Source: an optimization exercise on an open RTL-to-GDS flow (aim: small area, a short achievable clock period and few clock cycles per item). Production flows keep margins and buffers that such runs may drop.
Where RTL was checked, it was by simulation tests only, not by an equivalence proof against the original.
The RTL of runs 1, 2, 4 and 5 was laid out without a check of its function.

==> flow/design.v <==
package lacg_pkg;
    localparam int DEF_HISTORY_DEPTH = 8;
    localparam int DEF_NUM_CORES     = 4;
    localparam int LOAD_UNIT         = 100;
    localparam int ALL_LOAD_PER_CORE = 120;
    localparam int DEFAULT_INTERVAL  = 20;
endpackage
module load_average_core_count_governor_top #(
    parameter int HISTORY_DEPTH = lacg_pkg::DEF_HISTORY_DEPTH,
    parameter int NUM_CORES     = lacg_pkg::DEF_NUM_CORES
) (
    input  logic        clk,
    input  logic        rst_n,
    input  logic        evt_valid,
    output logic        evt_ready,
    input  logic [1:0]  evt_func,
    input  logic [9:0]  evt_run_count,
    input  logic [3:0]  evt_cores_online,
    input  logic        evt_offline_pending,
    input  logic        evt_screen_suspended,
    output logic        res_valid,
    input  logic        res_ready,
    output logic [2:0]  res_action,
    output logic        res_cancel_offline,
    output logic        res_start_unpause_timer,
    output logic [22:0] res_next_delay,
    output logic [16:0] res_average_load,
    output logic        res_paused_now,
    output logic        res_boost_now,
    input  logic        cfg_valid,
    output logic        cfg_ready,
    input  logic [2:0]  cfg_index,
    input  logic [15:0] cfg_data
);
    assign cfg_ready = 1'b1;
    logic        en_r;
    logic [3:0]  lo_r;
    logic [2:0]  hi_r;
    logic [15:0] ivl_r;
    logic [3:0]  scale_r;
    logic [9:0]  raise_r;
    logic [9:0]  lower_r;
    always_ff @(posedge clk or negedge rst_n) begin
        if (!rst_n) begin
            en_r    <= 1'b0;
            lo_r    <= 4'd2;
            hi_r    <= 3'd4;
            ivl_r   <= 16'd20;
            scale_r <= 4'd2;
            raise_r <= 10'd200;
            lower_r <= 10'd50;
        end else if (cfg_valid) begin
            case (cfg_index)
                3'd0: en_r    <= cfg_data[0];
                3'd1: lo_r    <= (cfg_data[3:0] == 4'd0) ? 4'd1 : cfg_data[3:0];
                3'd2: hi_r    <= (cfg_data[3:0] > 4'd4) ? 3'd4 : cfg_data[2:0];
                3'd3: ivl_r   <= (cfg_data == 16'd0) ? 16'd20 : cfg_data;
                3'd4: scale_r <= cfg_data[3:0];
                3'd5: raise_r <= cfg_data[9:0];
                3'd6: lower_r <= cfg_data[9:0];
                default: ;
            endcase
        end
    end
    typedef struct packed {
        logic       samp;    
        logic       bst;     
        logic       unp;     
        logic [9:0] run;
        logic [3:0] c;       
        logic       pend;
    } ev_t;
    ev_t  e_q;
    logic ve_q, vp_q, vr_q;
    logic adv, acc;
    assign adv       = !vr_q || res_ready;
    assign acc       = evt_valid && adv;
    assign evt_ready = adv;
    assign res_valid = vr_q;
    always_ff @(posedge clk or negedge rst_n) begin
        if (!rst_n) begin
            ve_q <= 1'b0;
            vp_q <= 1'b0;
            vr_q <= 1'b0;
        end else if (adv) begin
            ve_q <= evt_valid;
            vp_q <= ve_q;
            vr_q <= vp_q;
        end
    end
    always_ff @(posedge clk) begin
        if (adv) begin
            e_q.samp <= (evt_func == 2'd0) && en_r;
            e_q.bst  <= (evt_func == 2'd1) && en_r && !evt_screen_suspended;
            e_q.unp  <= (evt_func == 2'd2);
            e_q.run  <= evt_run_count;
            e_q.c    <= (evt_cores_online == 4'd0) ? 4'd1 : evt_cores_online;
            e_q.pend <= evt_offline_pending;
        end
    end
    logic [9:0]  ring [8];
    logic [2:0]  cnt_q;
    logic        full_q;
    logic [12:0] sum_q;
    logic [9:0]  old;
    logic        upd;
    assign upd = adv && ve_q && e_q.samp;
    assign old = full_q ? ring[7] : 10'd0;
    always_ff @(posedge clk or negedge rst_n) begin
        if (!rst_n) begin
            cnt_q  <= 3'd0;
            full_q <= 1'b0;
            sum_q  <= 13'd0;
        end else if (upd) begin
            cnt_q  <= cnt_q + 3'd1;
            if (cnt_q == 3'd7) full_q <= 1'b1;
            sum_q  <= sum_q + {3'd0, e_q.run} - {3'd0, old};
        end
    end
    always_ff @(posedge clk) begin
        if (upd) begin
            ring[0] <= e_q.run;
            for (int i = 1; i < 8; i++) ring[i] <= ring[i-1];
        end
    end
    function automatic logic [23:0] mul4(input logic [19:0] a, input logic [3:0] b);
        logic [23:0] r0, r1, r2, r3, s1, c1, s2, c2;
        r0 = b[0] ? {4'd0, a}       : 24'd0;
        r1 = b[1] ? {3'd0, a, 1'd0} : 24'd0;
        r2 = b[2] ? {2'd0, a, 2'd0} : 24'd0;
        r3 = b[3] ? {1'd0, a, 3'd0} : 24'd0;
        s1 = r0 ^ r1 ^ r2;
        c1 = ((r0 & r1) | (r0 & r2) | (r1 & r2)) << 1;
        s2 = s1 ^ c1 ^ r3;
        c2 = ((s1 & c1) | (s1 & r3) | (c1 & r3)) << 1;
        mul4 = s2 + c2;
    endfunction
    logic [11:0] raise3;
    logic [11:0] r3_n;
    logic [23:0] lc_full, y_full;
    logic [3:0]  sel;
    assign raise3  = {2'd0, raise_r} + {1'b0, raise_r, 1'b0};
    assign lc_full = mul4({10'd0, lower_r}, e_q.c);
    assign y_full  = mul4({4'd0, ivl_r}, e_q.c);
    assign sel     = (scale_r == 4'd0) ? e_q.c : scale_r;
    always_comb begin
        case (e_q.c[1:0])
            2'd1:    r3_n = {2'd0, raise_r};
            2'd2:    r3_n = {1'b0, raise_r, 1'b0};
            default: r3_n = raise3;
        endcase
    end
    typedef struct packed {
        logic        samp;
        logic        bst;
        logic        unp;
        logic        pend;
        logic        hgc;    
        logic        c1;     
        logic        logc;   
        logic [11:0] r3;     
        logic [13:0] lc;     
        logic [19:0] y;      
        logic        neg0, one0, two0;
        logic        neg1, one1, two1;
        logic        d2;
    } p_t;
    p_t p_q;
    always_ff @(posedge clk) begin
        if (adv) begin
            p_q.samp <= e_q.samp;
            p_q.bst  <= e_q.bst;
            p_q.unp  <= e_q.unp;
            p_q.pend <= e_q.pend;
            p_q.hgc  <= {1'b0, hi_r} > e_q.c;
            p_q.c1   <= e_q.c == 4'd1;
            p_q.logc <= lo_r < e_q.c;
            p_q.r3   <= r3_n;
            p_q.lc   <= lc_full[13:0];
            p_q.y    <= y_full[19:0];
            p_q.neg0 <= sel[1];
            p_q.one0 <= sel[0];
            p_q.two0 <= sel[1] && !sel[0];
            p_q.neg1 <= sel[3];
            p_q.one1 <= sel[2] ^ sel[1];
            p_q.two1 <= (sel[3] && !sel[2] && !sel[1]) || (!sel[3] && sel[2] && sel[1]);
            p_q.d2   <= sel[3];
        end
    end
    logic [16:0] avg;
    logic [17:0] t25;
    logic [19:0] x_raise, x_lower;
    logic        a_all, c_raise, c_lower;
    logic [23:0] m0, m1, b0, b1, b2, prod;
    logic [22:0] dsat;
    assign t25     = {1'b0, sum_q, 4'd0} + {2'd0, sum_q, 3'd0} + {5'd0, sum_q};
    assign avg     = t25[17:1];
    assign x_raise = {3'd0, sum_q, 4'd0} + {4'd0, sum_q, 3'd0} + {7'd0, sum_q} - {7'd0, p_q.r3, 1'b0};
    assign x_lower = {5'd0, p_q.lc, 1'b1} - ({3'd0, sum_q, 4'd0} + {4'd0, sum_q, 3'd0} + {7'd0, sum_q});
    assign a_all   = sum_q >= 13'd39;
    assign c_raise = !x_raise[19];
    assign c_lower = !x_lower[19];
    assign m0   = p_q.two0 ? {3'd0, p_q.y, 1'b0} : p_q.one0 ? {4'd0, p_q.y} : 24'd0;
    assign m1   = p_q.two1 ? {3'd0, p_q.y, 1'b0} : p_q.one1 ? {4'd0, p_q.y} : 24'd0;
    assign b0   = p_q.neg0 ? ~m0 : m0;
    assign b1   = {(p_q.neg1 ? ~m1[21:0] : m1[21:0]), 1'b0, p_q.neg0};
    assign b2   = {(p_q.d2 ? p_q.y : 20'd0), 1'b0, p_q.neg1, 2'd0};
    assign prod = b0 + b1 + b2;
    assign dsat = prod[23] ? 23'h7FFFFF : prod[22:0];
    logic        paused_q, boost_q;
    logic        paused_n, boost_n;
    logic [2:0]  act_n;
    logic        can_n, tmr_n, d_ivl, d_sat;
    always_comb begin
        paused_n = paused_q;
        boost_n  = boost_q;
        act_n    = 3'd0;
        can_n    = 1'b0;
        tmr_n    = 1'b0;
        d_ivl    = 1'b0;
        d_sat    = 1'b0;
        if (p_q.samp) begin
            if (a_all && p_q.hgc) begin
                paused_n = 1'b1;
                can_n    = p_q.pend;
                act_n    = 3'd1;
            end else if (paused_q) begin
                act_n    = 3'd4;
                d_ivl    = 1'b1;
            end else if (c_raise && p_q.hgc) begin
                can_n    = p_q.pend;
                act_n    = 3'd2;
            end else begin
                d_sat    = 1'b1;
                if (c_lower && p_q.logc) begin
                    boost_n = 1'b0;
                    if (!p_q.pend) act_n = 3'd3;
                end
            end
        end else if (p_q.bst) begin
            if (!boost_q && p_q.hgc) begin
                boost_n = 1'b1;
                if (p_q.c1) begin
                    can_n    = 1'b1;
                    paused_n = 1'b1;
                    act_n    = 3'd2;
                    tmr_n    = 1'b1;
                end else if (p_q.pend) begin
                    can_n    = 1'b1;
                    paused_n = 1'b1;
                    tmr_n    = 1'b1;
                    d_ivl    = 1'b1;
                end
            end
        end else if (p_q.unp) begin
            paused_n = 1'b0;
        end
    end
    always_ff @(posedge clk or negedge rst_n) begin
        if (!rst_n) begin
            paused_q <= 1'b1;
            boost_q  <= 1'b0;
        end else if (adv && vp_q) begin
            paused_q <= paused_n;
            boost_q  <= boost_n;
        end
    end
    logic [2:0]  act_q;
    logic        can_q, tmr_q;
    logic [22:0] dly_q;
    logic [16:0] avg_q;
    always_ff @(posedge clk) begin
        if (adv) begin
            act_q <= act_n;
            can_q <= can_n;
            tmr_q <= tmr_n;
            dly_q <= d_sat ? dsat : d_ivl ? {7'd0, ivl_r} : 23'd0;
            avg_q <= avg;
        end
    end
    assign res_action              = act_q;
    assign res_cancel_offline      = can_q;
    assign res_start_unpause_timer = tmr_q;
    assign res_next_delay          = dly_q;
    assign res_average_load        = avg_q;
    assign res_paused_now          = paused_q;
    assign res_boost_now           = boost_q;
endmodule
==> flow/run.sh <==
#!/bin/bash
# synth_recipe.tcl (not shown) runs the flow's synth.tcl, then flattens the netlist and writes it again
# the make line also repeats each setting of config.mk as NAME=value (left out here)
make -C /OpenROAD-flow-scripts/flow DESIGN_CONFIG=/design/flow/config.mk WORK_HOME=/design/flow/orfs CLKGATE_MAP_FILE= SYNTH_SCRIPT=/design/flow/synth_recipe.tcl finish
==> flow/config.mk <==
export PLATFORM = sky130hd
export DESIGN_NAME = load_average_core_count_governor_top
export DESIGN_NICKNAME = load_average_core_count_governor_top
export VERILOG_FILES = /design/flow/design.v
export SDC_FILE = /design/flow/constraint.sdc
export NUM_CORES = 4
export LEC_CHECK = 0
export CAP_MARGIN = 20
export CORE_MARGIN = 2
export CORE_UTILIZATION = 40
export CTS_CLUSTER_DIAMETER = 100
export CTS_CLUSTER_SIZE = 30
export SETUP_SLACK_MARGIN = 2.9
export SLEW_MARGIN = 20
export TNS_END_PERCENT = 5
==> flow/constraint.sdc <==
create_clock -name core_clock -period 6.5 [get_ports {clk}]
set_input_delay 1.3000 -clock core_clock [delete_from_list [all_inputs] [get_ports {clk}]]
set_output_delay 1.3000 -clock core_clock [all_outputs]
set_load 0.01 [all_outputs]
==> summary.txt, run 1 <==
Worst hold path
  • HP Class: flip-flop to flip-flop

Global route
  • Largest net degree at the start of global routing: 74
  • Vias in the first global route: 11640
  • Grt ovf: 0
  • First-pass GRT wire length: approximately 63000 um
  • Total GRT Usage: about 17%
  • Initial antenna violation count: 0

Yosys
  • Ys async rst share: around a quarter
  • Post-synth top area share: between 30% and 40%
  • Synthesized flop and latch total: ~270
  • Ys Warns: 2
  • Syn_nets: roughly 1800
  • Area leader, netlist: edfxtp_1
  • Post-synth EDFFs: a little over 200
  • Distinct cells, synth: 74
  • Top cells by area, synth: edfxtp_1 (34%), ha_1 (10%), fa_1 (10%), dfrtp_1 (8.2%), and2_1 (4.5%)
  • Top-count cell post-synth: edfxtp_1
  • Gate Count Post-Synth: ~1500
  • Post-synthesis cell area: 0.01769 mm2
  • Synth cell count leaders: edfxtp_1 (202), ha_1 (141), and2_1 (127)
  • Main flop type after synthesis: edfxtp_1
  • Seq/Total Area, Yosys: about 44%
  • Mapped Avg Cell Area: around 11 um2

STA
  • Max-slew violation count: 0
  • Top achievable clock speed: between 200 and 250 MHz
  • Slew of the pin with the lowest slew margin: 1033 ps
  • Fin crit share: between 60% and 70%
  • Tmin final: roughly 4300 ps
  • Clock skew: about 29 ps
  • RSZ-0062 raised after global routing: yes
  • Setup WS post-layout: roughly 2200 ps
  • Slew headroom: 30.20%
  • Final hold vios: 0
  • Setup-failing EPs final: 0
  • Setup TNS: 0 ps

Routing
  • Final WL: around 40000 um
  • Drt wl/cell: roughly 17 um
  • TritonRoute pass-1 iters: 5
  • Vias per inst: 5.134
  • Antenna Violating Nets Remaining: 0
  • Drc violations: 0
  • Total number of vias: roughly 12000
  • Iter 0 DRT Violations: around 770

Run status
  • Status: timing/DRC/antenna clean

CTS
  • CTS tree: yes
  • Num Clock Sinks: approximately 270
  • Clock slew at reported path FFs: 120 ps
  • # hold bufs at CTS: 0
  • Worst-Skew Late Latency: about 520 ps
  • Clk Tree Root Cell: clkbuf_16
  • CTS Buffer Depth: 3
  • Inserted Clock Buffers: 14
  • H-tree levels: 1

Critical path
  • Most frequent cell on the critical path: inv_2
  • Crit path largest cell delay: between 400 and 500 ps
  • Crit-path leading delay family: adder cells
  • CP endpoint kind: flip-flop
  • Crit-path slowest cell: dfrtp_2
  • CP required: between 6000 and 7000 ps
  • Setup crit start kind: flip-flop
  • Buf/Inv on CP: 4
  • CP Class: flip-flop to flip-flop
  • Critical path fanouts, max: 3
  • CP Cell Sequence: inv_2, fa_1, inv_2, ha_4, inv_2, fa_2, nor2b_2, o31a_1, o21ai_2, nor2b_4, xnor2_2, inv_1, ha_1, and3_4, a221oi_2, nand3_1, maj3_2, maj3_2, o21ai_4, o22ai_1
  • Arrival @ worst endpoint: around 4600 ps

Layout
  • Share of layout cells above drive strength 1: ~12%
  • FF+latch area: roughly 0.0078 mm2
  • # diodes: 0
  • Layout Area Growth over Synthesis: 15.09%
  • Final net count: a little under 2000
  • Final core occ: between 40% and 50%
  • Fill count: just over 4000
  • Final Cell Area: roughly 0.020 mm2
  • Multi-input logic area: 0.009413 mm2

Floorplanning
  • Chip Height: ~210 um
  • Die Wd: between 200 and 250 um
  • Die Area: ~0.046 mm2
  • Num ports: 92
  • Row count: 77
  • Core Area: between 0.04 and 0.05 mm2
  • Initial core utilization: 40.27%

Placement
  • Placed cell area: between 0.015 and 0.02 mm2
  • Buffers on Ports: 90
  • GPL Wtd Cong: ~0.82
  • DP HPWL: 28660 um
  • DP Worst Slack: roughly 1500 ps

Run
  • Max Cap Viol: 0
[worst reg2reg max path, delay by kind of cell, from the launching register on]
| family | cells | cell delay [ps] |
|---|---|---|
| buf+inv | 4 | 260 |
| flops | 1 | 440 |
| simple gates | 4 | 550 |
| compound gates | 5 | 710 |
| fa+ha+maj | 6 | 1880 |
| xor+xnor | 1 | 200 |
[routing by layer]
layer / up-vias / routed length, um / part of all wire, % / GRT usage (%)
met3: 28 / 1623 / 4.2 / 2.340
met2: 203 / 16870 / 43 / 25.38
met1: 5695 / 20080 / 51 / 26.21
met4: 0 / 527 / 1.3 / 3.125
li1: 5681 / - / - / -
met5: - / 0 / 0 / 0
[area by class of cell]
| class | count | area share [%] |
|---|---|---|
| Inverter | 124 | 2.329 |
| Sequential cell | 272 | 38.50 |
| Clock buffer | 19 | 2.022 |
| Tap cell | 592 | 3.638 |
| Multi-Input combinational cell | 1105 | 46.23 |
| Clock inverter | 5 | 0.2950 |
| Timing Repair Buffer | 144 | 6.981 |
[through the flow]
step	hold slack (ps)	std cells
6_report	405.9	2261
5_1_grt	423.6	2261
4_1_cts	410.3	2243
3_5_place_dp	404.5	2193
3_3_place_gp	402.2	2193
2_1_floorplan	400.3	1547
[flip-flops by register name, indices dropped and copies added, names as in the netlist]
signal / cells
vp_q: 1
ivl_r: 16
vr_q: 1
boost_q: 1
ring: 80
full_q: 1
sum_q: 13
act_q: 3
en_r: 1
lo_r: 4
raise_r: 10
lower_r: 10
avg_q: 17
scale_r: 4
paused_q: 1
tmr_q: 1
ve_q: 1
dly_q: 23
cnt_q: 3
e_q: 18
p_q: 59
hi_r: 3
can_q: 1
[placed cells by master, fill, tap and decap left out, types with 7 or more instances in the layout]
master	n
a211o_1	8
a21boi_0	7
a21o_1	23
a21oi_1	70
a221oi_1	10
a22oi_1	32
a31oi_1	9
and2_1	127
and3_1	7
buf_4	44
clkbuf_16	19
clkdlybuf4s50_1	89
dfrtp_1	53
dfstp_2	12
edfxtp_1	202
fa_1	85
ha_1	137
inv_1	113
inv_2	7
mux2_2	42
nand2_1	82
nand2b_1	16
nand3_1	19
nor2_1	73
nor2b_1	13
nor3_1	16
o211ai_1	7
o21a_1	14
o21ai_0	67
o21ai_1	17
o21bai_1	8
o31ai_1	7
xnor2_1	79
xor2_1	18
[worst paths after layout]
check | start | end | slack [ps] | cells past startpoint
worst min-delay path | ring[2][0] | ring[3][0] | 410 | 0
worst max-delay path | sum_q[1] | act_q[0] | 2190 | 20
worst max register to register | sum_q[1] | act_q[0] | 2190 | 20
max in group asynchronous | rst_n | sum_q[5] | 4740 | 2
worst min register to register | ring[2][0] | ring[3][0] | 410 | 0
min in group asynchronous | rst_n | ivl_r[0] | 620 | 1
[repair_timing]
item / 4_1_cts / 5_1_grt
buffers inserted: 25 / 15
pin swaps: 18 / 11
setup endpoints to repair: 48 / 48
gates cloned: 1 / 3
gates resized for setup: 28 / 28
[logic make-up after synthesis]
logic type | share of synthesized area, %
buffers and inverters | 3.713
DFF | 44.27
AOI/OAI and AO/OA | 12.18
adders and majority gates | 20.04
xor gates and xnor gates | 4.951
muxes | 2.787
and+or+nand+nor | 12.03
other | 0.02120
==> run 2, diff against run 1 <==
--- a/flow/design.v
+++ b/flow/design.v
@@ -105,4 +105,9 @@
     logic [9:0]  old;
     logic        upd;
+    logic [12:0] su_s, su_c, sum_n;
+    assign su_s  = sum_q ^ {3'd0, e_q.run} ^ {3'h7, ~old};
+    assign su_c  = {(sum_q[11:0] & {2'd0, e_q.run}) | (sum_q[11:0] & {2'h3, ~old}) |
+                    ({2'd0, e_q.run} & {2'h3, ~old}), 1'b1};
+    assign sum_n = su_s + su_c;
     assign upd = adv && ve_q && e_q.samp;
     assign old = full_q ? ring[7] : 10'd0;
@@ -115,5 +120,5 @@
             cnt_q  <= cnt_q + 3'd1;
             if (cnt_q == 3'd7) full_q <= 1'b1;
-            sum_q  <= sum_q + {3'd0, e_q.run} - {3'd0, old};
+            sum_q  <= sum_n;
         end
     end
@@ -141,7 +146,4 @@
     logic [3:0]  sel;
     assign raise3  = {2'd0, raise_r} + {1'b0, raise_r, 1'b0};
-    assign lc_full = mul4({10'd0, lower_r}, e_q.c);
-    assign y_full  = mul4({4'd0, ivl_r}, e_q.c);
-    assign sel     = (scale_r == 4'd0) ? e_q.c : scale_r;
     always_comb begin
         case (e_q.c[1:0])
@@ -151,4 +153,7 @@
         endcase
     end
+    assign lc_full = mul4({10'd0, lower_r}, e_q.c);
+    assign y_full  = mul4({4'd0, ivl_r}, e_q.c);
+    assign sel     = (scale_r == 4'd0) ? e_q.c : scale_r;
     typedef struct packed {
         logic        samp;
@@ -194,11 +199,20 @@
     logic [23:0] m0, m1, b0, b1, b2, prod;
     logic [22:0] dsat;
-    assign t25     = {1'b0, sum_q, 4'd0} + {2'd0, sum_q, 3'd0} + {5'd0, sum_q};
+        logic [19:0] ta, tb, r1, xs1, xc1, ys, yc;
+    assign ta      = {2'd0, {1'b0, sum_q, 4'd0} ^ {2'd0, sum_q, 3'd0} ^ {5'd0, sum_q}};
+    assign tb      = {2'd0, (({1'b0, sum_q, 4'd0} & {2'd0, sum_q, 3'd0}) | ({1'b0, sum_q, 4'd0} & {5'd0, sum_q}) |
+                             ({2'd0, sum_q, 3'd0} & {5'd0, sum_q})) << 1};
+    assign t25     = ta[17:0] + tb[17:0];
     assign avg     = t25[17:1];
-    assign x_raise = {3'd0, sum_q, 4'd0} + {4'd0, sum_q, 3'd0} + {7'd0, sum_q} - {7'd0, p_q.r3, 1'b0};
-    assign x_lower = {5'd0, p_q.lc, 1'b1} - ({3'd0, sum_q, 4'd0} + {4'd0, sum_q, 3'd0} + {7'd0, sum_q});
+    assign r1      = ~{7'd0, p_q.r3, 1'b0};
+    assign xs1     = ta ^ tb ^ r1;
+    assign xc1     = {((ta & tb) | (ta & r1) | (tb & r1)), 1'b1};
+    assign x_raise = xs1 + xc1;
+    assign ys      = ta ^ tb ^ ~{5'd0, p_q.lc, 1'b1};
+    assign yc      = {((ta & tb) | (ta & ~{5'd0, p_q.lc, 1'b1}) | (tb & ~{5'd0, p_q.lc, 1'b1})), 1'b0};
+    assign x_lower = ys + yc;
     assign a_all   = sum_q >= 13'd39;
     assign c_raise = !x_raise[19];
-    assign c_lower = !x_lower[19];
+    assign c_lower = x_lower[19];
     assign m0   = p_q.two0 ? {3'd0, p_q.y, 1'b0} : p_q.one0 ? {4'd0, p_q.y} : 24'd0;
     assign m1   = p_q.two1 ? {3'd0, p_q.y, 1'b0} : p_q.one1 ? {4'd0, p_q.y} : 24'd0;
@@ -206,5 +220,8 @@
     assign b1   = {(p_q.neg1 ? ~m1[21:0] : m1[21:0]), 1'b0, p_q.neg0};
     assign b2   = {(p_q.d2 ? p_q.y : 20'd0), 1'b0, p_q.neg1, 2'd0};
-    assign prod = b0 + b1 + b2;
+    logic [23:0] bs, bc;
+    assign bs   = b0 ^ b1 ^ b2;
+    assign bc   = {((b0 & b1) | (b0 & b2) | (b1 & b2)), 1'b0};
+    assign prod = bs + bc;
     assign dsat = prod[23] ? 23'h7FFFFF : prod[22:0];
     logic        paused_q, boost_q;
--- a/flow/config.mk
+++ b/flow/config.mk
@@ -10,6 +10,6 @@
 export CORE_UTILIZATION = 40
 export CTS_CLUSTER_DIAMETER = 100
-export CTS_CLUSTER_SIZE = 30
-export SETUP_SLACK_MARGIN = 2.9
+export CTS_CLUSTER_SIZE = 20
+export SETUP_SLACK_MARGIN = 3.0
 export SLEW_MARGIN = 20
 export TNS_END_PERCENT = 5
==> run 2 against run 1 <==
Net effect: synthesized area grew 3.1%; synthesized cell count grew 4.4%; fmax grew 8.1%; sequential share of layout area shrank 2.1 points; register-to-register slack gained 320 ps; non-clock buffer count grew 27; critical path type unchanged; cell count grew 5.4%; flip-flop and latch count is the same; via count grew 3.8%; final area grew 5.9%; hold slack gained 12 ps.
==> summary.txt, run 2 <==
Run status
  • Status: timing/DRC/antenna clean

Floorplanning
  • Die Wd: ~220 um
  • Row count: 78
  • Chip Height: 217.5 um
  • Num ports: 92
  • Die Area: approximately 0.047 mm2
  • Initial core utilization: slightly above 40%
  • Core Area: 0.04519 mm2

Worst hold path
  • Hold Crit Depth: 0
  • Hold endpoint: ring[6][1]
  • Worst hold start: ring[5][1]
  • HP Class: flip-flop to flip-flop

STA
  • Slew of the pin with the lowest slew margin: 1081 ps
  • Setup-failing EPs final: 0
  • Fin crit share: approximately 61%
  • Setup TNS: 0 ps
  • Slew headroom: around 28%
  • Clock skew: between 30 and 40 ps
  • Top achievable clock speed: around 250 MHz
  • Max-slew violation count: 0
  • WHS: ~420 ps
  • RSZ-0062 raised after global routing: yes
  • Tmin final: approximately 4000 ps
  • Final hold vios: 0

Critical path
  • CP Class: flip-flop to flip-flop
  • Crit path largest cell delay: approximately 560 ps
  • Reg-to-reg startpoint: e_q[2]
  • Flop2flop setup slack: 2510 ps
  • CP endpoint kind: flip-flop
  • Reg2reg path depth: 14
  • Worst setup path startpoint: e_q[2]
  • Arrival @ worst endpoint: 4340 ps
  • Critical path fanouts, max: 4
  • Crit-path slowest cell: fa_1
  • Setup crit start kind: flip-flop
  • CP required: 6850 ps
  • R2R Path End: p_q[25]
  • CP Cell Sequence: and2_4, fa_1, fa_1, ha_1, a21o_1, a21oi_2, nand2b_1, a21boi_1, o311a_1, nand2_2, a311oi_1, o21a_1, o21a_1, o311ai_1

CTS
  • Clk Tree Root Cell: clkbuf_16
  • H-tree levels: 1
  • # hold bufs at CTS: 0
  • CTS Buffer Depth: 3
  • Num Clock Sinks: about 270
  • Worst-Skew Late Latency: around 550 ps
  • Inserted Clock Buffers: 20
  • CTS tree: yes
  • Clock slew at reported path FFs: about 90 ps

Yosys
  • Post-synth EDFFs: 202
  • Top-count cell post-synth: edfxtp_1
  • Post-synthesis cell area: roughly 0.018 mm2
  • Ys async rst share: between 20% and 30%
  • Main flop type after synthesis: edfxtp_1
  • Ys Warns: 2
  • Distinct cells, synth: 70
  • Gate Count Post-Synth: around 1600
  • Seq/Total Area, Yosys: between 40% and 50%
  • Post-synth top area share: 33.27%
  • Top cells by area, synth: edfxtp_1 (33%), fa_1 (12%), ha_1 (11%), dfrtp_1 (8.0%), and2_1 (4.0%)
  • Syn_nets: just under 2000
  • Area leader, netlist: edfxtp_1
  • Synthesized flop and latch total: 272
  • Mapped Avg Cell Area: between 10 and 15 um2
  • Synth cell count leaders: edfxtp_1 (202), inv_1 (186), ha_1 (155)

Layout
  • Final net count: 2075
  • Final Cell Area: 0.02156 mm2
  • Max FFs per register: 80
  • Most frequent cells in the layout: edfxtp_1 (202), inv_1 (172), ha_1 (137)
  • Largest regs: ring (80), p_q (59), dly_q (23)
  • Share of layout cells above drive strength 1: 15.43%
  • Largest Register: ring
  • # diodes: 0
  • Commonest non-fill, non-tap cell in the layout: edfxtp_1
  • Layout Area Growth over Synthesis: 18.24%

Routing
  • Final WL: between 40000 and 50000 um
  • Drc violations: 0
  • Vias per inst: between 5 and 6
  • Total number of vias: about 12000
  • Drt wl/cell: around 17 um
  • Iter 0 DRT Violations: 840
  • TritonRoute pass-1 iters: 5
  • Antenna Violating Nets Remaining: 0

Global route
  • Largest net degree at the start of global routing: between 70 and 80
  • First-pass GRT wire length: 66700 um
  • Vias in the first global route: 12150
  • Total GRT Usage: approximately 18%
  • Grt ovf: 0
  • Initial antenna violation count: 1

Placement
  • GPL Wtd Cong: around 0.83
  • Buffers on Ports: 90
  • DP HPWL: between 20000 and 30000 um
  • Placed cell area: slightly below 0.02 mm2

Run
  • Max Cap Viol: 0
run 2: per-layer routing:
layer  GRT usage [%]  wire length [um]  vias to the layer above
li1                -                 -                     5849
met1           27.25             20630                     5817
met2           26.67             17550                      323
met3           2.371              2302                       53
met4           4.224               795                        2
met5               0                13                        -
run 2: timing repair:
| action | CTS | global route |
|---|---|---|
| setup endpoints to repair | 54 | 56 |
| pin swaps | 60 | 21 |
| gates cloned | 4 | 0 |
| gates resized for setup | 85 | 22 |
| setup buffers | 69 | 4 |
run 2: worst max path at each step:
| stage | to | cells after the start | slack (ps) |
|---|---|---|---|
| 6_report | p_q[25] | 14 | 2510 |
| 5_1_grt | p_q[25] | 17 | 2350 |
| 4_1_cts | p_q[24] | 18 | 2520 |
| 3_5_place_dp | dly_q[16] | 15 | 1590 |
| 3_3_place_gp | dly_q[16] | 15 | 1730 |
| 2_1_floorplan | p_q[24] | 17 | 2710 |
run 2: through the flow:
step                std cells  setup slack (ps)  util [%]
finish                   2382              2513     47.71
global route             2382              2345     47.71
CTS                      2378              2521     47.52
global placement         2269              1726     43.86
detailed placement       2269              1593     43.86
floorplan                1615              2709         -
run 2: critical path, delay by kind of cell (launching register included):
kind	cells	cell delay, ps
flip-flops	1	510
AND/OR/NAND/NOR	3	420
adder cells (fa/ha/maj)	3	1310
AO/OA/AOI/OAI	8	1550
run 2: cell type report:
class	count	area, um2
Clock buffer	29	555.5
Fill cell	4040	23630
Timing Repair Buffer	171	1595
Multi-Input combinational cell	1116	10020
Clock inverter	7	93.84
Inverter	187	708.2
Tap cell	600	750.7
Sequential cell	272	7840
run 2: logic make-up after synthesis:
family / share of synthesized area, %
adder cells (fa/ha/maj): 22.71
flip-flops: 42.96
buffers and inverters: 4.817
XOR/XNOR: 4.989
other: 0.02057
AND/OR/NAND/NOR: 11.22
multiplexers: 2.800
AO/OA/AOI/OAI: 10.49
==> run 3, diff against run 2 <==
--- a/flow/design.v
+++ b/flow/design.v
@@ -141,16 +141,6 @@
         mul4 = s2 + c2;
     endfunction
-    logic [11:0] raise3;
-    logic [11:0] r3_n;
     logic [23:0] lc_full, y_full;
     logic [3:0]  sel;
-    assign raise3  = {2'd0, raise_r} + {1'b0, raise_r, 1'b0};
-    always_comb begin
-        case (e_q.c[1:0])
-            2'd1:    r3_n = {2'd0, raise_r};
-            2'd2:    r3_n = {1'b0, raise_r, 1'b0};
-            default: r3_n = raise3;
-        endcase
-    end
     assign lc_full = mul4({10'd0, lower_r}, e_q.c);
     assign y_full  = mul4({4'd0, ivl_r}, e_q.c);
@@ -164,5 +154,5 @@
         logic        c1;     
         logic        logc;   
-        logic [11:0] r3;     
+        logic [1:0]  cl;     
         logic [13:0] lc;     
         logic [19:0] y;      
@@ -181,5 +171,5 @@
             p_q.c1   <= e_q.c == 4'd1;
             p_q.logc <= lo_r < e_q.c;
-            p_q.r3   <= r3_n;
+            p_q.cl   <= e_q.c[1:0];
             p_q.lc   <= lc_full[13:0];
             p_q.y    <= y_full[19:0];
@@ -199,5 +189,5 @@
     logic [23:0] m0, m1, b0, b1, b2, prod;
     logic [22:0] dsat;
-        logic [19:0] ta, tb, r1, xs1, xc1, ys, yc;
+    logic [19:0] ta, tb, r1, r2, xs1, xc1, xs2, xc2, ys, yc;
     assign ta      = {2'd0, {1'b0, sum_q, 4'd0} ^ {2'd0, sum_q, 3'd0} ^ {5'd0, sum_q}};
     assign tb      = {2'd0, (({1'b0, sum_q, 4'd0} & {2'd0, sum_q, 3'd0}) | ({1'b0, sum_q, 4'd0} & {5'd0, sum_q}) |
@@ -205,8 +195,11 @@
     assign t25     = ta[17:0] + tb[17:0];
     assign avg     = t25[17:1];
-    assign r1      = ~{7'd0, p_q.r3, 1'b0};
+    assign r1      = p_q.cl[0] ? ~{9'd0, raise_r, 1'b0} : 20'hFFFFF;
+    assign r2      = p_q.cl[1] ? ~{8'd0, raise_r, 2'd0} : 20'hFFFFF;
     assign xs1     = ta ^ tb ^ r1;
     assign xc1     = {((ta & tb) | (ta & r1) | (tb & r1)), 1'b1};
-    assign x_raise = xs1 + xc1;
+    assign xs2     = xs1 ^ xc1 ^ r2;
+    assign xc2     = {((xs1 & xc1) | (xs1 & r2) | (xc1 & r2)), 1'b1};
+    assign x_raise = xs2 + xc2;
     assign ys      = ta ^ tb ^ ~{5'd0, p_q.lc, 1'b1};
     assign yc      = {((ta & tb) | (ta & ~{5'd0, p_q.lc, 1'b1}) | (tb & ~{5'd0, p_q.lc, 1'b1})), 1'b0};
--- a/flow/config.mk
+++ b/flow/config.mk
@@ -9,7 +9,5 @@
 export CORE_MARGIN = 2
 export CORE_UTILIZATION = 40
-export CTS_CLUSTER_DIAMETER = 100
-export CTS_CLUSTER_SIZE = 20
-export SETUP_SLACK_MARGIN = 3.0
+export SETUP_SLACK_MARGIN = 2.9
 export SLEW_MARGIN = 20
 export TNS_END_PERCENT = 5
==> run 3 against run 2 <==
Net effect: die area decreased by 1.7%; synthesized cell count down 2.0%; non-clock buffer count fell by 33; highest routed layer unchanged; critical path depth is 2 higher; critical endpoint is now can_q; critical path type unchanged; hold slack worse by 4.2 ps.
==> summary.txt, run 3 <==
Routing
  • Vias per inst: 5.086
  • Final WL: 39580 um
  • Drt wl/cell: around 17 um
  • Iter 0 DRT Violations: ~840
  • Drc violations: 0
  • Total number of vias: 11820
  • TritonRoute pass-1 iters: 5
  • Antenna Violating Nets Remaining: 0

STA
  • Clock skew: 42.92 ps
  • Max-slew violation count: 0
  • Final hold vios: 0
  • Slew of the pin with the lowest slew margin: between 1000 and 1500 ps
  • Setup TNS: 0 ps
  • Top achievable clock speed: approximately 250 MHz
  • RSZ-0062 raised after global routing: yes
  • Fin crit share: ~60%
  • Slew headroom: a little under a third
  • Setup-failing EPs final: 0
  • Tmin final: roughly 4000 ps

Layout
  • Largest regs: ring (80), p_q (49), dly_q (23)
  • Largest Register: ring
  • Share of layout cells above drive strength 1: between 10% and 20%
  • Final net count: about 2000
  • Most frequent cells in the layout: edfxtp_1 (192), ha_1 (139), and2_1 (137)
  • Max FFs per register: 80
  • Fill count: just under 4000
  • Layout Area Growth over Synthesis: 19.52%
  • Commonest non-fill, non-tap cell in the layout: edfxtp_1
  • Final core occ: just under 50%

Yosys
  • Area leader, netlist: edfxtp_1
  • Top-count cell post-synth: edfxtp_1
  • Mapped Avg Cell Area: roughly 11 um2
  • Distinct cells, synth: between 80 and 90
  • Seq/Total Area, Yosys: around 42%
  • Main flop type after synthesis: edfxtp_1
  • Ys Warns: 2
  • Synthesized flop and latch total: roughly 260
  • Post-synth top area share: between 30% and 40%
  • Ys async rst share: a little over a quarter
  • Gate Count Post-Synth: around 1600
  • Post-synthesis cell area: roughly 0.018 mm2
  • Top cells by area, synth: edfxtp_1 (32%), fa_1 (12%), ha_1 (10%), dfrtp_1 (8.1%), and2_1 (4.8%)
  • Post-synth EDFFs: between 150 and 200
  • Syn_nets: roughly 1900
  • Synth cell count leaders: edfxtp_1 (192), ha_1 (150), inv_1 (142)

CTS
  • Num Clock Sinks: about 260
  • Clock slew at reported path FFs: around 60 ps
  • H-tree levels: 1
  • Clk Tree Root Cell: clkbuf_16
  • CTS Buffer Depth: 3
  • Worst-Skew Late Latency: roughly 600 ps
  • Inserted Clock Buffers: 30
  • CTS tree: yes

Floorplanning
  • Row count: 77
  • Num ports: 92
  • Die Area: between 0.04 and 0.05 mm2
  • Die Wd: approximately 220 um
  • Chip Height: roughly 220 um
  • Initial core utilization: around two fifths
  • Core Area: ~0.044 mm2

Critical path
  • CP endpoint kind: flip-flop
  • CP required: about 6900 ps
  • Arrival @ worst endpoint: about 4400 ps
  • Setup crit start kind: flip-flop
  • Critical path fanouts, max: 6
  • CP Class: flip-flop to flip-flop

Global route
  • Total GRT Usage: ~17%
  • Vias in the first global route: between 10000 and 15000
  • Grt ovf: 0
  • First-pass GRT wire length: about 65000 um
  • Largest net degree at the start of global routing: slightly below 90
  • Initial antenna violation count: 3

Placement
  • GPL Wtd Cong: between 0.8 and 0.9
  • Buffers on Ports: 90
  • DP HPWL: approximately 28000 um

Run
  • Max Cap Viol: 0

Run status
  • Status: timing/DRC/antenna clean

Worst hold path
  • HP Class: flip-flop to flip-flop
run 3: cell types whose count changed after synthesis, sizes merged, moves of 11 or more:
| cell | delta |
|---|---|
| and2 | +22 |
| xnor2 | +11 |
| nand2 | +13 |
| nor2 | -15 |
| inv | -44 |
| a21oi | -13 |
run 3: cell type report:
cell class	instances	area, um2	share of cell area, %
diodes	3	7.507	0.03506
clock inverters	23	432.9	2.022
multi-input cells	1129	10030	46.86
well taps	592	740.7	3.459
clock buffers	33	772.0	3.605
inverters	144	551.8	2.577
flip-flops and latches	262	7543	35.23
repair buffers	138	1330	6.211
run 3: path summary, 6_finish.rpt:
| check | startpoint | to | slack, ps | cells after the start |
|---|---|---|---|---|
| setup / recovery | sum_q[6] | can_q | 2480 | 16 |
| hold / removal | ring[2][9] | ring[3][9] | 410 | 0 |
| setup reg to reg | sum_q[6] | can_q | 2480 | 16 |
| hold reg to reg | ring[2][9] | ring[3][9] | 410 | 0 |
| max in group asynchronous | rst_n | sum_q[10] | 5210 | 1 |
| min in group asynchronous | rst_n | raise_r[9] | 750 | 1 |
run 3: cells by family after synthesis:
family / after synthesis / synth area share, %
AND/OR/NAND/NOR: 422 / 12.34
AO/OA/AOI/OAI: 298 / 11.00
flip-flops: 262 / 42.04
adder cells (fa/ha/maj): 261 / 22.71
buffers and inverters: 193 / 4.169
XOR/XNOR: 104 / 5.084
multiplexers: 42 / 2.633
other: 1 / 0.02093
run 3: worst max-delay path, cell delays in order (launching register included):
cell        delay [ps]
dfrtp_1            390
clkinvlp_4         180
fa_2               690
inv_2               50
maj3_2             310
fa_2               460
ha_4               180
a21o_1             150
a21o_1             160
a21o_1             170
a21o_1             170
a21oi_2            110
nor2_1              70
a221oi_4           220
buf_12             170
o21ai_2             50
a31o_2             250
run 3: per-stage QoR:
step           cells  setup WS, ps  hold slack [ps]  instance area, um2
6_report        2324          2484            414.2               21410
3_3_place_gp    2223          1442            400.2               19430
2_1_floorplan   1583          2504            400.3               17990
3_5_place_dp    2223          1321            404.5               19430
5_1_grt         2321          2333            418.9               21410
4_1_cts         2312          2472            417.3               21180
run 3: metal layers:
| metal | part of all wire, % | vias to the layer above | global-route usage [%] |
|---|---|---|---|
| met2 | 43 | 241 | 25.59 |
| met5 | 0.040 | - | 0 |
| li1 | - | 5750 | - |
| met3 | 5.3 | 45 | 2.946 |
| met4 | 1.9 | 2 | 3.448 |
| met1 | 50 | 5783 | 26.30 |
run 3: repair_timing:
item | CTS | global route
pin swaps | 26 | 22
hold buffers | 0 | 0
gates resized for setup | 65 | 34
buffers inserted | 33 | 8
setup endpoints to repair | 54 | 54
gates cloned | 0 | 1
hold endpoints to repair | 0 | 0
Testbench counts of run 3, summed over its fixed seeds: cycles 12,144, events 12,000.
==> run 4, diff against run 3 <==
--- a/flow/design.v
+++ b/flow/design.v
@@ -73,4 +73,5 @@
     ev_t  e_q;
     logic ve_q, vp_q, vr_q;
+    logic vq_q;
     logic adv, acc;
     assign adv       = !vr_q || res_ready;
@@ -82,9 +83,11 @@
             ve_q <= 1'b0;
             vp_q <= 1'b0;
+            vq_q <= 1'b0;
             vr_q <= 1'b0;
         end else if (adv) begin
             ve_q <= evt_valid;
             vp_q <= ve_q;
-            vr_q <= vp_q;
+            vq_q <= vp_q;
+            vr_q <= vq_q;
         end
     end
@@ -141,6 +144,16 @@
         mul4 = s2 + c2;
     endfunction
+    logic [11:0] raise3;
+    logic [11:0] r3_n;
     logic [23:0] lc_full, y_full;
     logic [3:0]  sel;
+    assign raise3  = {2'd0, raise_r} + {1'b0, raise_r, 1'b0};
+    always_comb begin
+        case (e_q.c[1:0])
+            2'd1:    r3_n = {2'd0, raise_r};
+            2'd2:    r3_n = {1'b0, raise_r, 1'b0};
+            default: r3_n = raise3;
+        endcase
+    end
     assign lc_full = mul4({10'd0, lower_r}, e_q.c);
     assign y_full  = mul4({4'd0, ivl_r}, e_q.c);
@@ -154,5 +167,5 @@
         logic        c1;     
         logic        logc;   
-        logic [1:0]  cl;     
+        logic [11:0] r3;     
         logic [13:0] lc;     
         logic [19:0] y;      
@@ -171,5 +184,5 @@
             p_q.c1   <= e_q.c == 4'd1;
             p_q.logc <= lo_r < e_q.c;
-            p_q.cl   <= e_q.c[1:0];
+            p_q.r3   <= r3_n;
             p_q.lc   <= lc_full[13:0];
             p_q.y    <= y_full[19:0];
@@ -189,5 +202,5 @@
     logic [23:0] m0, m1, b0, b1, b2, prod;
     logic [22:0] dsat;
-    logic [19:0] ta, tb, r1, r2, xs1, xc1, xs2, xc2, ys, yc;
+    logic [19:0] ta, tb, r1, xs1, xc1, ys, yc;
     assign ta      = {2'd0, {1'b0, sum_q, 4'd0} ^ {2'd0, sum_q, 3'd0} ^ {5'd0, sum_q}};
     assign tb      = {2'd0, (({1'b0, sum_q, 4'd0} & {2'd0, sum_q, 3'd0}) | ({1'b0, sum_q, 4'd0} & {5'd0, sum_q}) |
@@ -195,11 +208,8 @@
     assign t25     = ta[17:0] + tb[17:0];
     assign avg     = t25[17:1];
-    assign r1      = p_q.cl[0] ? ~{9'd0, raise_r, 1'b0} : 20'hFFFFF;
-    assign r2      = p_q.cl[1] ? ~{8'd0, raise_r, 2'd0} : 20'hFFFFF;
+    assign r1      = ~{7'd0, p_q.r3, 1'b0};
     assign xs1     = ta ^ tb ^ r1;
     assign xc1     = {((ta & tb) | (ta & r1) | (tb & r1)), 1'b1};
-    assign xs2     = xs1 ^ xc1 ^ r2;
-    assign xc2     = {((xs1 & xc1) | (xs1 & r2) | (xc1 & r2)), 1'b1};
-    assign x_raise = xs2 + xc2;
+    assign x_raise = xs1 + xc1;
     assign ys      = ta ^ tb ^ ~{5'd0, p_q.lc, 1'b1};
     assign yc      = {((ta & tb) | (ta & ~{5'd0, p_q.lc, 1'b1}) | (tb & ~{5'd0, p_q.lc, 1'b1})), 1'b0};
@@ -217,5 +227,34 @@
     assign bc   = {((b0 & b1) | (b0 & b2) | (b1 & b2)), 1'b0};
     assign prod = bs + bc;
-    assign dsat = prod[23] ? 23'h7FFFFF : prod[22:0];
+    typedef struct packed {
+        logic        samp;
+        logic        bst;
+        logic        unp;
+        logic        pend;
+        logic        hgc;
+        logic        c1;
+        logic        all;    
+        logic        one;    
+        logic        low;    
+        logic [16:0] avg;
+        logic [23:0] prod;
+    } q_t;
+    q_t   q_q;
+    always_ff @(posedge clk) begin
+        if (adv) begin
+            q_q.samp <= p_q.samp;
+            q_q.bst  <= p_q.bst;
+            q_q.unp  <= p_q.unp;
+            q_q.pend <= p_q.pend;
+            q_q.hgc  <= p_q.hgc;
+            q_q.c1   <= p_q.c1;
+            q_q.all  <= a_all && p_q.hgc;
+            q_q.one  <= c_raise && p_q.hgc;
+            q_q.low  <= c_lower && p_q.logc;
+            q_q.avg  <= avg;
+            q_q.prod <= prod;
+        end
+    end
+    assign dsat = q_q.prod[23] ? 23'h7FFFFF : q_q.prod[22:0];
     logic        paused_q, boost_q;
     logic        paused_n, boost_n;
@@ -230,31 +269,31 @@
         d_ivl    = 1'b0;
         d_sat    = 1'b0;
-        if (p_q.samp) begin
-            if (a_all && p_q.hgc) begin
+        if (q_q.samp) begin
+            if (q_q.all) begin
                 paused_n = 1'b1;
-                can_n    = p_q.pend;
+                can_n    = q_q.pend;
                 act_n    = 3'd1;
             end else if (paused_q) begin
                 act_n    = 3'd4;
                 d_ivl    = 1'b1;
-            end else if (c_raise && p_q.hgc) begin
-                can_n    = p_q.pend;
+            end else if (q_q.one) begin
+                can_n    = q_q.pend;
                 act_n    = 3'd2;
             end else begin
                 d_sat    = 1'b1;
-                if (c_lower && p_q.logc) begin
+                if (q_q.low) begin
                     boost_n = 1'b0;
-                    if (!p_q.pend) act_n = 3'd3;
+                    if (!q_q.pend) act_n = 3'd3;
                 end
             end
-        end else if (p_q.bst) begin
-            if (!boost_q && p_q.hgc) begin
+        end else if (q_q.bst) begin
+            if (!boost_q && q_q.hgc) begin
                 boost_n = 1'b1;
-                if (p_q.c1) begin
+                if (q_q.c1) begin
                     can_n    = 1'b1;
                     paused_n = 1'b1;
                     act_n    = 3'd2;
                     tmr_n    = 1'b1;
-                end else if (p_q.pend) begin
+                end else if (q_q.pend) begin
                     can_n    = 1'b1;
                     paused_n = 1'b1;
@@ -263,5 +302,5 @@
                 end
             end
-        end else if (p_q.unp) begin
+        end else if (q_q.unp) begin
             paused_n = 1'b0;
         end
@@ -271,5 +310,5 @@
             paused_q <= 1'b1;
             boost_q  <= 1'b0;
-        end else if (adv && vp_q) begin
+        end else if (adv && vq_q) begin
             paused_q <= paused_n;
             boost_q  <= boost_n;
@@ -286,5 +325,5 @@
             tmr_q <= tmr_n;
             dly_q <= d_sat ? dsat : d_ivl ? {7'd0, ivl_r} : 23'd0;
-            avg_q <= avg;
+            avg_q <= q_q.avg;
         end
     end
--- a/flow/config.mk
+++ b/flow/config.mk
@@ -9,5 +9,7 @@
 export CORE_MARGIN = 2
 export CORE_UTILIZATION = 40
-export SETUP_SLACK_MARGIN = 2.9
+export CTS_CLUSTER_DIAMETER = 100
+export CTS_CLUSTER_SIZE = 20
+export SETUP_SLACK_MARGIN = 3.4
 export SLEW_MARGIN = 20
 export TNS_END_PERCENT = 5
==> run 4 against run 3 <==
Net effect: hold slack gained 6.9 ps; register-to-register slack gained 420 ps; clock skew is 27 ps lower; cell count increased by 11%; critical endpoint is now evt_ready; largest cell class unchanged.
==> summary.txt, run 4 <==
Run
  • Max Cap Viol: 0

STA
  • Tmin final: approximately 3700 ps
  • RSZ-0062 raised after global routing: yes
  • Setup TNS: 0 ps
  • Setup-failing EPs final: 0
  • Final hold vios: 0
  • Clock skew: 16.27 ps
  • Fin crit share: 56.20%
  • Max-slew violation count: 0
  • Slew of the pin with the lowest slew margin: between 800 and 900 ps
  • Top achievable clock speed: around 270 MHz
  • Slew headroom: a little over two fifths

Floorplanning
  • Chip Height: between 200 and 250 um
  • Die Wd: between 200 and 250 um
  • Die Area: about 0.052 mm2
  • Row count: just over 80
  • Core Area: between 0.04 and 0.05 mm2
  • Initial core utilization: between 40% and 50%
  • Num ports: 92

Critical path
  • Crit-path slowest cell: clkdlybuf4s50_1
  • CP Class: input pin to output pin
  • Reg-to-reg startpoint: p_q[1]
  • Flop2flop setup slack: 2900 ps
  • Reg2reg path depth: 14
  • CP Cell Sequence: dlygate4sd2_1, nand2b_4, clkdlybuf4s50_1
  • Arrival @ worst endpoint: ~2400 ps
  • Critical path fanouts, max: 3
  • CP required: around 5200 ps
  • Setup crit start kind: input pin
  • R2R Path End: q_q[22]
  • Crit path largest cell delay: between 500 and 600 ps
  • CP endpoint kind: output pin

Placement
  • DP HPWL: 32130 um
  • GPL Wtd Cong: between 0.8 and 0.9
  • Cells after DPL: ~2500
  • Buffers on Ports: 90

Layout
  • Final net count: approximately 2200
  • Share of layout cells above drive strength 1: 12.62%
  • Layout Area Growth over Synthesis: 16.45%
  • Largest regs: ring (80), p_q (59), q_q (50)
  • Commonest non-fill, non-tap cell in the layout: edfxtp_1
  • Max FFs per register: 80
  • Fill count: 4542
  • FF+latch area: roughly 0.0094 mm2
  • Largest Register: ring
  • Most frequent cells in the layout: edfxtp_1 (252), inv_1 (221), nand2_1 (155)
  • Post-Layout Cell Count: between 2000 and 3000
  • Multi-input logic area: between 0.01 and 0.015 mm2

Yosys
  • Post-synth top area share: 37.64%
  • Post-synthesis cell area: about 0.02 mm2
  • Seq/Total Area, Yosys: 46.55%
  • Synth cell count leaders: edfxtp_1 (252), inv_1 (228), nand2_1 (160)
  • Ys Warns: 2
  • Top-count cell post-synth: edfxtp_1
  • Gate Count Post-Synth: 1759
  • Post-synth EDFFs: 252
  • Syn_nets: just over 2000
  • Area leader, netlist: edfxtp_1
  • Main flop type after synthesis: edfxtp_1
  • Top cells by area, synth: edfxtp_1 (38%), fa_1 (11%), ha_1 (9.6%), dfrtp_1 (7.3%), inv_1 (4.3%)
  • Mapped Avg Cell Area: between 10 and 15 um2
  • Ys async rst share: 21.98%
  • Distinct cells, synth: 70
  • Synthesized flop and latch total: between 300 and 400

CTS
  • Worst-Skew Late Latency: ~540 ps
  • H-tree levels: 1
  • # hold bufs at CTS: 0
  • CTS Buffer Depth: 3
  • Clk Tree Root Cell: clkbuf_16
  • Inserted Clock Buffers: 20
  • CTS tree: yes
  • Num Clock Sinks: roughly 320
  • Clock slew at reported path FFs: ~80 ps

Run status
  • Status: timing/DRC/antenna clean

Routing
  • Antenna Violating Nets Remaining: 0
  • Vias per inst: approximately 5.1
  • Drc violations: 0
  • TritonRoute pass-1 iters: 7
  • Iter 0 DRT Violations: between 700 and 800
  • Final WL: about 45000 um
  • Total number of vias: 13260
  • Drt wl/cell: around 18 um

Global route
  • Vias in the first global route: 13510
  • Initial antenna violation count: 0
  • Grt ovf: 0
  • Largest net degree at the start of global routing: about 120
  • Total GRT Usage: approximately 17%
  • First-pass GRT wire length: 72190 um

Worst hold path
  • Worst hold start: e_q[0]
  • Hold Crit Depth: 0
  • HP Class: flip-flop to flip-flop
  • Hold endpoint: p_q[56]
[run 4: per-layer routing]
metal / track usage [%] / part of all wire (%) / up-vias
li1: - / - / 6361
met1: 21.73 / 43 / 6618
met2: 31.31 / 51 / 215
met3: 1.475 / 3.2 / 62
met4: 5.842 / 3.1 / 0
met5: 0 / 0 / -
[run 4: stage by stage]
step / hold WS, ps / utilization, % / area (um2) / setup slack, ps
after floorplan: 400.3 / - / 20260 / 2860
after global placement: 400.8 / 43.72 / 21800 / 1847
after detailed placement: 404.5 / 43.72 / 21800 / 1953
after CTS: 423.9 / 46.35 / 23110 / 2812
after global routing: 428.5 / 46.95 / 23410 / 2723
final: 421.1 / 46.96 / 23420 / 2847
[run 4: worst max path at each step]
stage	start	endpoint	slack (ps)	cells past startpoint
after CTS	ivl_r[2]	p_q[24]	2810	14
after global routing	p_q[1]	q_q[22]	2720	14
after detailed placement	res_ready	evt_ready	1950	3
final	res_ready	evt_ready	2850	3
after floorplan	e_q[1]	p_q[26]	2860	15
after global placement	p_q[1]	q_q[21]	1850	14
[run 4: final cells by class]
cell class,count,area share [%]
timing repair buffer,160,6.669
sequential,323,39.98
antenna,1,0.01069
clock buffer,34,2.544
inverter,230,3.719
multi-input combinational,1160,43.42
clock inverter,2,0.06412
tap,672,3.591
[run 4: what timing repair did]
| action | 4_1_cts | 5_1_grt |
|---|---|---|
| pin swaps | 36 | 49 |
| buffers inserted | 47 | 12 |
| resized for setup | 59 | 45 |
| endpoints found under the setup margin | 145 | 131 |
| gates cloned | 3 | 0 |
[run 4: cells by family (layout without fill, tap and decap cells)]
kind of cell	Yosys count	after routing	synth area share, %
flip-flops	323	323	46.55
multiplexers	47	47	2.638
AND/OR/NAND/NOR	407	409	9.807
other	1	2	0.01865
XOR/XNOR	101	101	4.400
AO/OA/AOI/OAI	337	337	10.75
buffers and inverters	278	426	5.239
adder cells (fa/ha/maj)	265	265	20.60
[run 4: critical path: cells and delay by family]
family                 cells  cell delay (ps)
and+or+nand+nor            1              210
buffers and inverters      2              840
==> run 5, diff against run 4 <==
--- a/flow/config.mk
+++ b/flow/config.mk
@@ -10,6 +10,6 @@
 export CORE_UTILIZATION = 40
 export CTS_CLUSTER_DIAMETER = 100
-export CTS_CLUSTER_SIZE = 20
-export SETUP_SLACK_MARGIN = 3.4
+export CTS_CLUSTER_SIZE = 30
+export SETUP_SLACK_MARGIN = 2.8
 export SLEW_MARGIN = 20
 export TNS_END_PERCENT = 5
==> run 5 against run 4 <==
Net effect: still clean; fmax is 1.8% lower; critical path depth grew 9; synthesized cell count unchanged; synthesized area is the same; flip-flop and latch count unchanged; routed wire length fell by 3.9%; non-clock buffer count shrank 17; via count decreased by 1.0%; sequential share of layout area increased by 0.85 points; global-route usage decreased by 0.42 points.
==> summary.txt, run 5 <==
Floorplanning
  • Chip Height: roughly 230 um
  • Core Area: between 0.04 and 0.05 mm2
  • Die Wd: 228.2 um
  • Row count: 82
  • Initial core utilization: between 40 and 50%
  • Num ports: 92
  • Die Area: about 0.052 mm2

STA
  • Tmin final: approximately 3700 ps
  • Setup TNS: 0 ps
  • Top achievable clock speed: ~270 MHz
  • Setup WS post-layout: about 2800 ps
  • Fin crit share: roughly 57%
  • WHS: 418.9 ps
  • Max-slew violation count: 0
  • Clock skew: between 20 and 25 ps
  • Final hold vios: 0
  • RSZ-0062 raised after global routing: yes
  • Slew of the pin with the lowest slew margin: roughly 1000 ps
  • Setup-failing EPs final: 0
  • Slew headroom: roughly 32%

Worst hold path
  • HP Class: flip-flop to flip-flop

Critical path
  • Setup crit start kind: flip-flop
  • Critical path fanouts, max: 4
  • CP Class: flip-flop to flip-flop
  • CP required: around 6900 ps
  • Arrival @ worst endpoint: approximately 4100 ps
  • CP endpoint kind: flip-flop

Yosys
  • Top-count cell post-synth: edfxtp_1
  • Distinct cells, synth: 70
  • Gate Count Post-Synth: 1759
  • Top cells by area, synth: edfxtp_1 (38%), fa_1 (11%), ha_1 (9.6%), dfrtp_1 (7.3%), inv_1 (4.3%)
  • Ys async rst share: 21.98%
  • Ys Warns: 2
  • Post-synth top area share: a little under two fifths
  • Area leader, netlist: edfxtp_1
  • Synthesized flop and latch total: between 300 and 400
  • Main flop type after synthesis: edfxtp_1
  • Post-synth EDFFs: around 250
  • Seq/Total Area, Yosys: 46.55%
  • Syn_nets: between 2000 and 2500
  • Mapped Avg Cell Area: between 10 and 15 um2
  • Synth cell count leaders: edfxtp_1 (252), inv_1 (228), nand2_1 (160)
  • Post-synthesis cell area: slightly above 0.02 mm2

Global route
  • Total GRT Usage: 16.88%
  • Grt ovf: 0
  • Initial antenna violation count: 0
  • First-pass GRT wire length: 70740 um
  • Vias in the first global route: ~13000
  • Largest net degree at the start of global routing: around 170

Layout
  • Final core occ: a little under half
  • Most frequent cells in the layout: edfxtp_1 (252), inv_1 (224), nand2_1 (157)
  • Post-Layout Cell Count: roughly 2600
  • Largest Register: ring
  • # diodes: 0
  • Commonest non-fill, non-tap cell in the layout: edfxtp_1
  • Layout Area Growth over Synthesis: 14.03%
  • Largest regs: ring (80), p_q (59), q_q (50)
  • Share of layout cells above drive strength 1: under 10%
  • Final Cell Area: approximately 0.023 mm2
  • Max FFs per register: 80
  • Final net count: approximately 2200

Placement
  • DP Worst Slack: roughly 1500 ps
  • Placed cell area: between 0.02 and 0.025 mm2
  • DP HPWL: 31290 um
  • GPL Wtd Cong: about 0.84
  • Cells after DPL: around 2500
  • Buffers on Ports: 90

CTS
  • Clock slew at reported path FFs: about 100 ps
  • H-tree levels: 1
  • # hold bufs at CTS: 0
  • CTS Buffer Depth: 3
  • Num Clock Sinks: 323
  • Inserted Clock Buffers: 17
  • Worst-Skew Late Latency: 540 ps
  • CTS tree: yes
  • Clk Tree Root Cell: clkbuf_16

Routing
  • Antenna Violating Nets Remaining: 0
  • Iter 0 DRT Violations: 757
  • Total number of vias: 13120
  • Vias per inst: between 5 and 6
  • Final WL: roughly 44000 um
  • TritonRoute pass-1 iters: 5
  • Drc violations: 0
  • Drt wl/cell: 17.04 um

Run status
  • Status: timing/DRC/antenna clean

Run
  • Max Cap Viol: 0
-- run 5: cells by family (layout without fill, tap and decap cells) --
family | after synthesis | after routing | synth area share (%)
other cells | 1 | 1 | 0.01865
compound gates | 337 | 337 | 10.75
buf+inv | 278 | 402 | 5.239
mux | 47 | 47 | 2.638
simple gates | 407 | 407 | 9.807
fa+ha+maj | 265 | 265 | 20.60
xor+xnor | 101 | 101 | 4.400
flops | 323 | 323 | 46.55
-- run 5: worst paths after layout --
path,cells past startpoint,from,slack (ps),end
setup reg to reg,12,ivl_r[4],2780,p_q[25]
min in group asynchronous,1,rst_n,920,hi_r[1]
hold / removal,0,q_q[37],420,avg_q[13]
setup / recovery,12,ivl_r[4],2780,p_q[25]
max in group asynchronous,1,rst_n,4910,ivl_r[5]
hold reg to reg,0,q_q[37],420,avg_q[13]
-- run 5: layer usage --
| layer | GRT usage, % | part of all wire, % | up-vias |
|---|---|---|---|
| li1 | - | - | 6307 |
| met1 | 21.13 | 43 | 6529 |
| met2 | 29.79 | 50 | 216 |
| met3 | 2.150 | 3.7 | 72 |
| met4 | 6.352 | 3.7 | 0 |
| met5 | 0 | 0 | - |
-- run 5: critical path, cell delays in order, from the launching register on --
cell	delay [ps]
dfstp_2	580
nand2_1	90
fa_1	510
fa_2	630
inv_2	50
ha_4	210
a211o_1	310
a21oi_2	180
o211ai_1	150
nand3_2	110
o21ai_2	90
or4b_2	620
nand3_2	70
-- run 5: cell type report --
cell class,count,area (um2)
well taps,672,840.8
repair buffers,143,1390
fillers,4626,26930
flip-flops and latches,323,9363
multi-input cells,1158,9883
inverters,230,867.1
clock inverters,6,115.1
clock buffers,23,469.2
-- run 5: repair_timing --
item | 4_1_cts | 5_1_grt
endpoints found under the setup margin | 39 | 24
pin swaps | 18 | 14
gates resized for setup | 32 | 29
buffers inserted | 40 | 3
cloned | 1 | 0

==> port drivers added, routing unchanged <==
No port has a modelled driver above. Below, the same layouts with a new extraction and two added sets of constraints. Step 1 (the two cells are an assumption about what drives the block):
set clk [get_ports {clk}]
set_driving_cell -lib_cell sky130_fd_sc_hd__clkbuf_16 $clk
set_driving_cell -lib_cell sky130_fd_sc_hd__buf_2 [delete_from_list [all_inputs] $clk]
Step 2 times the ports against the registers' clock, not the clock port: input delays grow and output delays shrink by t, the midpoint of the rising clock arrivals with the driver on. Slacks: ideal ports / drivers / drivers and shift; pairs: ideal ports / drivers.
run | shift t [ns] | setup WS [ns] | worst setup path after step 2 | latest minus earliest clock arrival (ns)
run 1 | 0.561 | 2.189 / 2.189 / 2.189 | register to register | 0.029 / 0.028
run 2 | 0.586 | 2.513 / 2.513 / 2.513 | register to register | 0.042 / 0.042
run 3 | 0.625 | 2.484 / 2.484 / 2.411 | input to register | 0.043 / 0.043
run 4 | 0.587 | 2.847 / 2.827 / 2.688 | input to register | 0.017 / 0.017
run 5 | 0.581 | 2.781 / 2.775 / 2.621 | input to register | 0.028 / 0.028
After both steps setup and hold are still met in every run listed. For run 5, which loses most, drivers alone change the setup slack by -0.006 ns; drivers and shift together by -0.160 ns.
